Background: an optimization exercise with open tools, aiming at small area, a short achievable clock period and few clock cycles per item. Do not read the settings as production practice.
Only simulation tests tie the RTL to the original design; equivalence was not proved.

==> design/flow/design.v <==
package lcp_pkg;
	localparam logic [63:0] LCG_MUL      = 64'h5851F42D4C957F2D;
	localparam logic [63:0] LCG_ADD      = 64'h14057B7EF767814F;
	localparam logic [63:0] HASH_MUL     = 64'd1284865837;
	localparam logic [63:0] HASH_SUB_NEG = 64'd0 - 64'd144211633;
	localparam logic [2:0] OP_POS   = 3'd0;
	localparam logic [2:0] OP_DRAW  = 3'd1;
	localparam logic [2:0] OP_PICK2 = 3'd2;
	localparam logic [2:0] OP_PICK4 = 3'd3;
	localparam logic [2:0] OP_MODE  = 3'd4;
	localparam logic REG_SALT  = 1'b0;
	localparam logic REG_WORLD = 1'b1;
	localparam logic [4:0] STEP_DERIVE_FIRST = 5'd0;
	localparam logic [4:0] STEP_DERIVE_LAST  = 5'd11;
	localparam logic [4:0] STEP_POS_FIRST    = 5'd12;
	localparam logic [4:0] STEP_POS_LAST     = 5'd21;
	localparam logic [4:0] STEP_DRAW_FIRST   = 5'd22;
	localparam logic [4:0] STEP_DRAW_LAST    = 5'd23;
	typedef struct packed {
		logic        start;
		logic [63:0] x;
		logic [63:0] y;
		logic [63:0] z;
	} mac_req_t;
	function automatic logic [8:0] mode_of(input logic [7:0] i, input logic [7:0] j,
		input logic [7:0] k, input logic [7:0] l);
		logic [8:0] r;
		r = {1'b0, 8'd0};
		if (j == k && k == l) r = {1'b1, j};
		else if (i == j && j == k) r = {1'b1, i};
		else if (i == j && j == l) r = {1'b1, i};
		else if (i == k && k == l) r = {1'b1, i};
		else if (i == j && k != l) r = {1'b1, i};
		else if (i == k && j != l) r = {1'b1, i};
		else if (i == l && j != k) r = {1'b1, i};
		else if (j == k && i != l) r = {1'b1, j};
		else if (j == l && i != k) r = {1'b1, j};
		else if (k == l && i != j) r = {1'b1, k};
		mode_of = r;
	endfunction
endpackage
module lcp_mac (
	input  logic             clk,
	input  logic             arst_n,
	input  lcp_pkg::mac_req_t req,
	output logic             done,
	output logic [63:0]      acc
);
	logic        busy_q;
	logic [1:0]  phase_q;
	logic        done_q;
	logic [63:0] acc_q;
	logic [31:0] ma;
	logic [31:0] mb;
	logic [63:0] prod;
	always_comb begin
		case (phase_q)
			2'd0: begin
				ma = req.x[31:0];
				mb = req.y[31:0];
			end
			2'd1: begin
				ma = req.x[31:0];
				mb = req.y[63:32];
			end
			default: begin
				ma = req.x[63:32];
				mb = req.y[31:0];
			end
		endcase
	end
	assign prod = {32'd0, ma} * {32'd0, mb};
	always_ff @(posedge clk or negedge arst_n) begin
		if (!arst_n) begin
			busy_q  <= 1'b0;
			phase_q <= 2'd0;
			done_q  <= 1'b0;
		end else begin
			done_q <= 1'b0;
			if (busy_q) begin
				if (phase_q == 2'd2) begin
					busy_q <= 1'b0;
					done_q <= 1'b1;
				end
				phase_q <= phase_q + 2'd1;
			end else if (req.start) begin
				busy_q  <= 1'b1;
				phase_q <= 2'd0;
			end
		end
	end
	always_ff @(posedge clk) begin
		if (busy_q) begin
			if (phase_q == 2'd0) acc_q <= req.z + prod;
			else acc_q <= acc_q + {prod[31:0], 32'd0};
		end
	end
	assign done = done_q;
	assign acc  = acc_q;
endmodule
module coordinate_seeded_lcg_picker #(
	parameter int MAX_BOUND = 4096
) (
	input  logic        clk,
	input  logic        arst_n,
	input  logic        cfg_valid,
	output logic        cfg_ready,
	input  logic        cfg_index,
	input  logic [63:0] cfg_data,
	input  logic        in_valid,
	output logic        in_ready,
	input  logic [2:0]  operation,
	input  logic signed [31:0] pos_x,
	input  logic signed [31:0] pos_y,
	input  logic [12:0] bound,
	input  logic [7:0]  value_a,
	input  logic [7:0]  value_b,
	input  logic [7:0]  value_c,
	input  logic [7:0]  value_d,
	output logic        out_valid,
	input  logic        out_ready,
	output logic [11:0] result_value
);
	localparam logic [16:0] MaxB    = 17'(MAX_BOUND);
	localparam int          DivBits = 40;
	typedef enum logic [3:0] {
		ST_IDLE  = 4'b0001,
		ST_ISSUE = 4'b0010,
		ST_WAIT  = 4'b0100,
		ST_DIV   = 4'b1000
	} state_t;
	typedef enum logic [2:0] {
		DST_T, DST_V, DST_U, DST_MIX, DST_SEED, DST_RUN
	} dst_t;
	state_t      state_q;
	logic [4:0]  step_q;
	logic [63:0] salt_q, wseed_q, mix_q, seed_q, run_q;
	logic [63:0] xi_q, yi_q, t_q, v_q, u_q;
	logic [2:0]  op_q;
	logic [7:0]  a_q, b_q, c_q, d_q;
	logic [12:0] bnd_q;
	logic [39:0] dq_q;
	logic [12:0] rem_q;
	logic        neg_q;
	logic [5:0]  cnt_q;
	logic [11:0] res_q;
	logic        res_valid_q;
	lcp_pkg::mac_req_t req;
	dst_t        dst;
	logic        mac_done;
	logic [63:0] mac_acc;
	logic        in_acc, cfg_acc;
	logic [8:0]  mode_r;
	logic [12:0] eff_bnd;
	logic [39:0] sh, mag;
	logic [13:0] tr;
	logic [12:0] rem_d, r_d;
	logic [11:0] pick_d;
	logic        last_step;
	logic        res_fire;
	lcp_mac u_mac (
		.clk    (clk),
		.arst_n (arst_n),
		.req    (req),
		.done   (mac_done),
		.acc    (mac_acc)
	);
	assign cfg_ready = (state_q == ST_IDLE);
	assign in_ready  = (state_q == ST_IDLE) && !cfg_valid && (!res_valid_q || out_ready);
	assign cfg_acc   = cfg_valid && cfg_ready;
	assign in_acc    = in_valid && in_ready;
	assign out_valid = res_valid_q;
	assign result_value = res_q;
	assign mode_r = lcp_pkg::mode_of(value_a, value_b, value_c, value_d);
	always_comb begin
		if (bound == 13'd0) eff_bnd = 13'd1;
		else if ({4'd0, bound} > MaxB) eff_bnd = MaxB[12:0];
		else eff_bnd = bound;
	end
	assign sh  = run_q[63:24];
	assign mag = run_q[63] ? (40'd0 - sh) : sh;
	assign tr    = {rem_q, dq_q[39]};
	assign rem_d = (tr >= {1'b0, bnd_q}) ? 13'(tr - {1'b0, bnd_q}) : tr[12:0];
	assign r_d   = neg_q ? ((rem_d == 13'd0) ? 13'd0 : bnd_q - rem_d) : rem_d;
	always_comb begin
		case (op_q)
			lcp_pkg::OP_DRAW:  pick_d = r_d[11:0];
			lcp_pkg::OP_PICK2: pick_d = {4'd0, (r_d == 13'd0) ? a_q : b_q};
			default: begin
				case (r_d[1:0])
					2'd0:    pick_d = {4'd0, a_q};
					2'd1:    pick_d = {4'd0, b_q};
					2'd2:    pick_d = {4'd0, c_q};
					default: pick_d = {4'd0, d_q};
				endcase
			end
		endcase
	end
	always_comb begin
		req.start = (state_q == ST_ISSUE);
		req.x = lcp_pkg::LCG_MUL;
		req.y = v_q;
		req.z = lcp_pkg::LCG_ADD;
		dst   = DST_T;
		unique case (step_q)
			5'd0:  req.y = salt_q;
			5'd1:  begin req.x = salt_q; req.y = t_q; req.z = salt_q; dst = DST_V; end
			5'd2:  ;
			5'd3:  begin req.x = t_q; req.y = v_q; req.z = salt_q; dst = DST_V; end
			5'd4:  ;
			5'd5:  begin req.x = v_q; req.y = t_q; req.z = salt_q; dst = DST_MIX; end
			5'd6:  req.y = {wseed_q[31:0], wseed_q[31:0]};
			5'd7:  begin req.x = wseed_q; req.y = t_q; req.z = mix_q; dst = DST_V; end
			5'd8:  ;
			5'd9:  begin req.x = v_q; req.y = t_q; req.z = mix_q; dst = DST_V; end
			5'd10: ;
			5'd11: begin req.x = v_q; req.y = t_q; req.z = mix_q; dst = DST_SEED; end
			5'd12: req.y = seed_q;
			5'd13: begin req.x = t_q; req.y = seed_q; req.z = xi_q; dst = DST_V; end
			5'd14: begin req.x = lcp_pkg::HASH_MUL; req.z = lcp_pkg::HASH_SUB_NEG; end
			5'd15: begin req.x = v_q; req.y = t_q; req.z = yi_q; dst = DST_U; end
			5'd16: begin
				req.x = lcp_pkg::HASH_MUL; req.y = {32'd0, u_q[31:0]};
				req.z = lcp_pkg::HASH_SUB_NEG; dst = DST_U;
			end
			5'd17: ;
			5'd18: begin req.x = v_q; req.y = t_q; req.z = yi_q; end
			5'd19: begin
				req.x = {u_q[31:0], u_q[31:0]}; req.y = t_q; req.z = xi_q; dst = DST_V;
			end
			5'd20: begin
				req.x = lcp_pkg::HASH_MUL; req.y = {32'd0, v_q[31:0]};
				req.z = lcp_pkg::HASH_SUB_NEG; dst = DST_U;
			end
			5'd21: begin
				req.x = {u_q[31:0], u_q[31:0]}; req.y = v_q; req.z = yi_q; dst = DST_RUN;
			end
			5'd22: req.y = run_q;
			5'd23: begin req.x = run_q; req.y = t_q; req.z = seed_q; dst = DST_RUN; end
			default: ;
		endcase
	end
	assign last_step = (step_q == lcp_pkg::STEP_DERIVE_LAST) ||
		(step_q == lcp_pkg::STEP_POS_LAST) || (step_q == lcp_pkg::STEP_DRAW_LAST);
	always_comb begin
		res_fire = 1'b0;
		if (state_q == ST_WAIT && mac_done && last_step &&
			step_q != lcp_pkg::STEP_DERIVE_LAST) res_fire = 1'b1;
		if (in_acc) begin
			unique case (operation)
				lcp_pkg::OP_POS, lcp_pkg::OP_DRAW, lcp_pkg::OP_PICK2,
				lcp_pkg::OP_PICK4: ;
				lcp_pkg::OP_MODE: res_fire = mode_r[8];
				default: res_fire = 1'b1;
			endcase
		end
	end
	always_ff @(posedge clk or negedge arst_n) begin
		if (!arst_n) begin
			state_q     <= ST_IDLE;
			step_q      <= 5'd0;
			salt_q      <= 64'd0;
			wseed_q     <= 64'd0;
			mix_q       <= 64'd0;
			seed_q      <= 64'd0;
			run_q       <= 64'd0;
			cnt_q       <= 6'd0;
			res_valid_q <= 1'b0;
		end else begin
			if (res_fire) res_valid_q <= 1'b1;
			else if (out_valid && out_ready) res_valid_q <= 1'b0;
			unique case (state_q)
				ST_IDLE: begin
					if (cfg_acc) begin
						if (cfg_index == lcp_pkg::REG_SALT) salt_q <= cfg_data;
						else wseed_q <= {32'd0, cfg_data[31:0]};
						step_q  <= lcp_pkg::STEP_DERIVE_FIRST;
						state_q <= ST_ISSUE;
					end else if (in_acc) begin
						unique case (operation)
							lcp_pkg::OP_POS: begin
								step_q  <= lcp_pkg::STEP_POS_FIRST;
								state_q <= ST_ISSUE;
							end
							lcp_pkg::OP_DRAW, lcp_pkg::OP_PICK2, lcp_pkg::OP_PICK4: begin
								cnt_q   <= 6'd0;
								state_q <= ST_DIV;
							end
							lcp_pkg::OP_MODE: begin
								if (!mode_r[8]) begin
									cnt_q   <= 6'd0;
									state_q <= ST_DIV;
								end
							end
							default: ;
						endcase
					end
				end
				ST_ISSUE: state_q <= ST_WAIT;
				ST_WAIT: begin
					if (mac_done) begin
						case (dst)
							DST_MIX:  mix_q  <= mac_acc;
							DST_SEED: seed_q <= mac_acc;
							DST_RUN:  run_q  <= mac_acc;
							default:  ;
						endcase
						if (last_step) begin
							state_q <= ST_IDLE;
						end else begin
							step_q  <= step_q + 5'd1;
							state_q <= ST_ISSUE;
						end
					end
				end
				ST_DIV: begin
					cnt_q <= cnt_q + 6'd1;
					if (cnt_q == 6'(DivBits - 1)) begin
						step_q  <= lcp_pkg::STEP_DRAW_FIRST;
						state_q <= ST_ISSUE;
					end
				end
				default: state_q <= ST_IDLE;
			endcase
		end
	end
	always_ff @(posedge clk) begin
		if (in_acc) begin
			op_q  <= operation;
			xi_q  <= {{32{pos_x[31]}}, pos_x};
			yi_q  <= {{32{pos_y[31]}}, pos_y};
			a_q   <= value_a;
			b_q   <= value_b;
			c_q   <= value_c;
			d_q   <= value_d;
			dq_q  <= mag;
			neg_q <= run_q[63];
			rem_q <= 13'd0;
			res_q <= (operation == lcp_pkg::OP_MODE && mode_r[8]) ?
				{4'd0, mode_r[7:0]} : 12'd0;
			if (operation == lcp_pkg::OP_DRAW) bnd_q <= eff_bnd;
			else if (operation == lcp_pkg::OP_PICK2) bnd_q <= 13'd2;
			else bnd_q <= 13'd4;
		end
		if (state_q == ST_DIV) begin
			rem_q <= rem_d;
			dq_q  <= {dq_q[38:0], 1'b0};
			if (cnt_q == 6'(DivBits - 1)) res_q <= pick_d;
		end
		if (state_q == ST_WAIT && mac_done) begin
			case (dst)
				DST_T:   t_q <= mac_acc;
				DST_V:   v_q <= mac_acc;
				DST_U:   u_q <= mac_acc;
				default: ;
			endcase
		end
	end
endmodule
==> design/flow/run.sh <==
#!/bin/bash
# synth_recipe.tcl (not shown) runs the flow's synth.tcl, then flattens the netlist and writes it again
# the make line also repeats each setting of config.mk as NAME=value (left out here)
make -C /OpenROAD-flow-scripts/flow DESIGN_CONFIG=/design/flow/config.mk WORK_HOME=/design/flow/orfs CLKGATE_MAP_FILE= SYNTH_SCRIPT=/design/flow/synth_recipe.tcl finish
==> design/flow/config.mk <==
export PLATFORM = sky130hd
export DESIGN_NAME = coordinate_seeded_lcg_picker
export DESIGN_NICKNAME = coordinate_seeded_lcg_picker
export VERILOG_FILES = /design/flow/design.v
export SDC_FILE = /design/flow/constraint.sdc
export NUM_CORES = 4
export LEC_CHECK = 0
export CAP_MARGIN = 20
export CORE_MARGIN = 2
export CORE_UTILIZATION = 40
export SLEW_MARGIN = 20
==> design/flow/constraint.sdc <==
create_clock -name core_clock -period 14.5 [get_ports {clk}]
set_input_delay 2.9000 -clock core_clock [delete_from_list [all_inputs] [get_ports {clk}]]
set_output_delay 2.9000 -clock core_clock [all_outputs]
set_load 0.01 [all_outputs]
==> run notes <==
## state kept, by name, summed over array words and instances (netlist names), 32 cells and up
| signal | cells |
|---|---|
| dq_q | 40 |
| mix_q | 64 |
| run_q | 64 |
| salt_q | 64 |
| seed_q | 64 |
| t_q | 64 |
| u_mac.acc_q | 64 |
| u_q | 32 |
| v_q | 64 |
| wseed_q | 32 |
| xi_q | 32 |
| yi_q | 32 |
## cell type report
type,instances,share of cell area
multi-input combinational,5237,0.5871
sequential,710,0.2446
timing repair buffer,435,0.04862
inverter,1034,0.04834
tap,2355,0.03667
clock buffer,117,0.02895
clock inverter,38,0.005544
antenna,4,0.0001246
## cells in the final DEF (no fill, tap or decap), types with 43 or more instances in the layout
cell type,count
a21o_1,103
mux2_2,298
dfrtp_1,305
a21oi_1,266
nand2b_1,44
edfxtp_1,389
a221oi_1,81
o21ai_0,180
nor2_1,616
a222oi_1,91
xor2_1,146
a211oi_1,43
ha_1,389
a22oi_1,172
inv_1,1032
nand3_1,175
xnor2_1,104
clkbuf_16,84
buf_4,226
and2_1,85
nand2_1,926
fa_1,900
clkdlybuf4s50_1,195
## through the flow
step / area [sq um] / utilization / TNS, ns
6_report: 80340 / 0.4503 / 0
5_1_grt: 80330 / 0.4502 / -0.002679
4_1_cts: 80270 / 0.4499 / 0
3_5_place_dp: 77490 / 0.4343 / 0
3_3_place_gp: 77490 / 0.4343 / 0
2_1_floorplan: 71770 / - / 0
## tightest hold or removal path, stage by stage, from the launching register on
cell     delay, ns
dfxtp_1       0.31
nand3_1       0.06
o21ai_0       0.07
## per-layer routing
layer	track usage	vias up	share of wire
met1	0.3915	29900	0.39
met5	0.006250	-	0.00067
met3	0.07784	605	0.11
met2	0.4503	3186	0.44
met4	0.1408	6	0.057
li1	-	25000	-
## final timing paths
kind	slack (ns)	start	end
max reg2reg	0.61	step_q[1]$_DFFE_PN0P_	u_mac.acc_q[60]$_DFFE_PP_
max in group asynchronous	10.80	arst_n	step_q[3]$_DFFE_PN0P_
max	0.61	step_q[1]$_DFFE_PN0P_	u_mac.acc_q[60]$_DFFE_PP_
min in group asynchronous	2.27	arst_n	salt_q[29]$_DFFE_PN0P_
min reg2reg	0.49	res_q[10]$_DFF_P_	res_q[10]$_DFF_P_
min	0.49	res_q[10]$_DFF_P_	res_q[10]$_DFF_P_
## logic make-up (layout without fill, tap and decap cells)
| kind of cell | count (synthesis) | in the layout | synth area share |
|---|---|---|---|
| compound gates | 1266 | 1266 | 0.1243 |
| other cells | 0 | 4 | 0 |
| mux | 318 | 318 | 0.04955 |
| fa+ha+maj | 1292 | 1292 | 0.3194 |
| flops | 710 | 710 | 0.2738 |
| xor+xnor | 252 | 252 | 0.03075 |
| simple gates | 2109 | 2109 | 0.1272 |
| buf+inv | 1427 | 1624 | 0.07502 |
==> flow_metrics.tcl <==
set metrics [dict create \
    status "complete, no violations" \
    cp.arrival_ns 14.29 \
    worstSetupStartpointType "register" \
    slowest_stage "a41o_1" \
    finalMaxSlewViolations 0 \
    ys_seq_area_frac 0.2738 \
    multi_input_area_sq_um 47170 \
    cts_max_level 3 \
    gp_congestion 1.001 \
    min_period_ns 13.89 \
    grt_first_pass_wirelength_microns 398700 \
    yosys.area.top_type "fa_1" \
    final_cells 9930 \
    nets 8975 \
    drtAntennaViolNets 0 \
    die-width_microns 427.6 \
    maxClockFrequency_mhz 71.98 \
    cts-root-buf "clkbuf_16" \
    die_area_sq_um 182800 \
    ys_types 96 \
    io_pins 197 \
    hold_class "register to register" \
    post_cts_buffers 0 \
    cp_max_fo 25 \
    path_common_cell "fa_1" \
    yosysMostFrequentCell "inv_1" \
    async_flop_share 0.4338 \
    drt_iter0_markers 6831 \
    path_class "register to register" \
    cts_hold_buf 0 \
    critical-path-max-stage-delay_ns 0.78 \
    netlist_top_cells_area "fa_1 (25%), edfxtp_1 (16%), dfrtp_1 (11%), ha_1 (6.8%), inv_1 (5.4%)" \
    synth_edf_count 389 \
    routedWlPerCell_microns 27.08 \
    drive_gt1_frac 0.1034 \
    min_period_over_period 0.9581 \
    port_buffers 196 \
    cp_top_family "adder cells" \
    crit_cells 48 \
    cts.sinks 710 \
    grt_max_degree 130 \
    postSynthCellCount 7374 \
    syn_to_final_growth_pct 11.95 \
    grtUsageTotal 0.2956 \
    path_clk_slew_ns 0.06 \
    synth_common_cells "inv_1 (1033), nand2_1 (929), fa_1 (900)" \
    drc 0 \
    hold_path_depth 2 \
    pre_cts_ws_ns 0.3579 \
    dr_total_vias 58700 \
    routed_via_density 5.911 \
    cts_tree "done" \
    yosys_most_used_dff "edfxtp_1" \
    drt-pass1-iter-count 10 \
    maxCapViolations 0 \
    initial_core_util 0.4022 \
    worst_hold_slack_ns 0.4943 \
    placed_cells 9771 \
    syn_area_per_cell_sq_um 9.733 \
    finalSetupViolations 0 \
    worstMarginPinSlew_ns 1.143 \
    max_slew_margin 0.2382 \
    cts-resized-gates 0 \
    layout_setup_ws_ns 0.6077 \
    hpwlAfterDp_microns 211600 \
    rows 155 \
    ff2ff_path_depth 48 \
    overflow 0 \
    regArea_sq_um 19650 \
    finClkSkew_ns 0.06461 \
    rsz0062_at_grt "true" \
    syn_nets 8848 \
    clk_path_buf_depth 3 \
    clk_latency_ns 0.69 \
    synth_warnings 2 \
    fp.coreArea_sq_um 178400 \
    end_kind "register" \
    ys_ff_latch 710 \
    path_buf_inv 9 \
    final.fill_count 17000 \
    routed_wl_microns 268900 \
    cts_made_buffers 83 \
    hold_violations 0 \
    cp_data_required_time_ns 14.90 \
    grt_antenna_before_repair 12 \
    syn_area_sq_um 71770 \
    yosysTopAreaCellShare 0.2510 \
    grt_pass1_vias 59630 \
    die_h_microns 427.6 \
]
Testbench counts, summed over its fixed seeds: cycles 222,812, items 4,800.

## port drivers added, routing unchanged
Ports are ideal in the flow. The routed layout listed here was re-timed in OpenROAD. Step 1: set_driving_cell puts a clkbuf_16 on clk and a buf_2 on each other input, an assumption about the parent block. Step 2 moves the port delays by t, midway between the first and last clock arrival at a register: inputs arrive t later, outputs are due t later. That takes back most of the time a late clock gives input paths. Slacks: no drivers / after step 1 / after step 2; pairs: no drivers / after step 1.
shift t [ns]: 0.732
setup slack, ns: 0.608 / 0.608 / 0.608
worst setup path after step 2: register to register
worst register clock-pin slew, ns: 0.06 / 0.06
worst slew at a driven data input, ns: 0.08
After both steps this run still meets setup and hold. For this run, drivers alone change the setup slack by 0.000 ns; drivers and shift together by 0.000 ns.
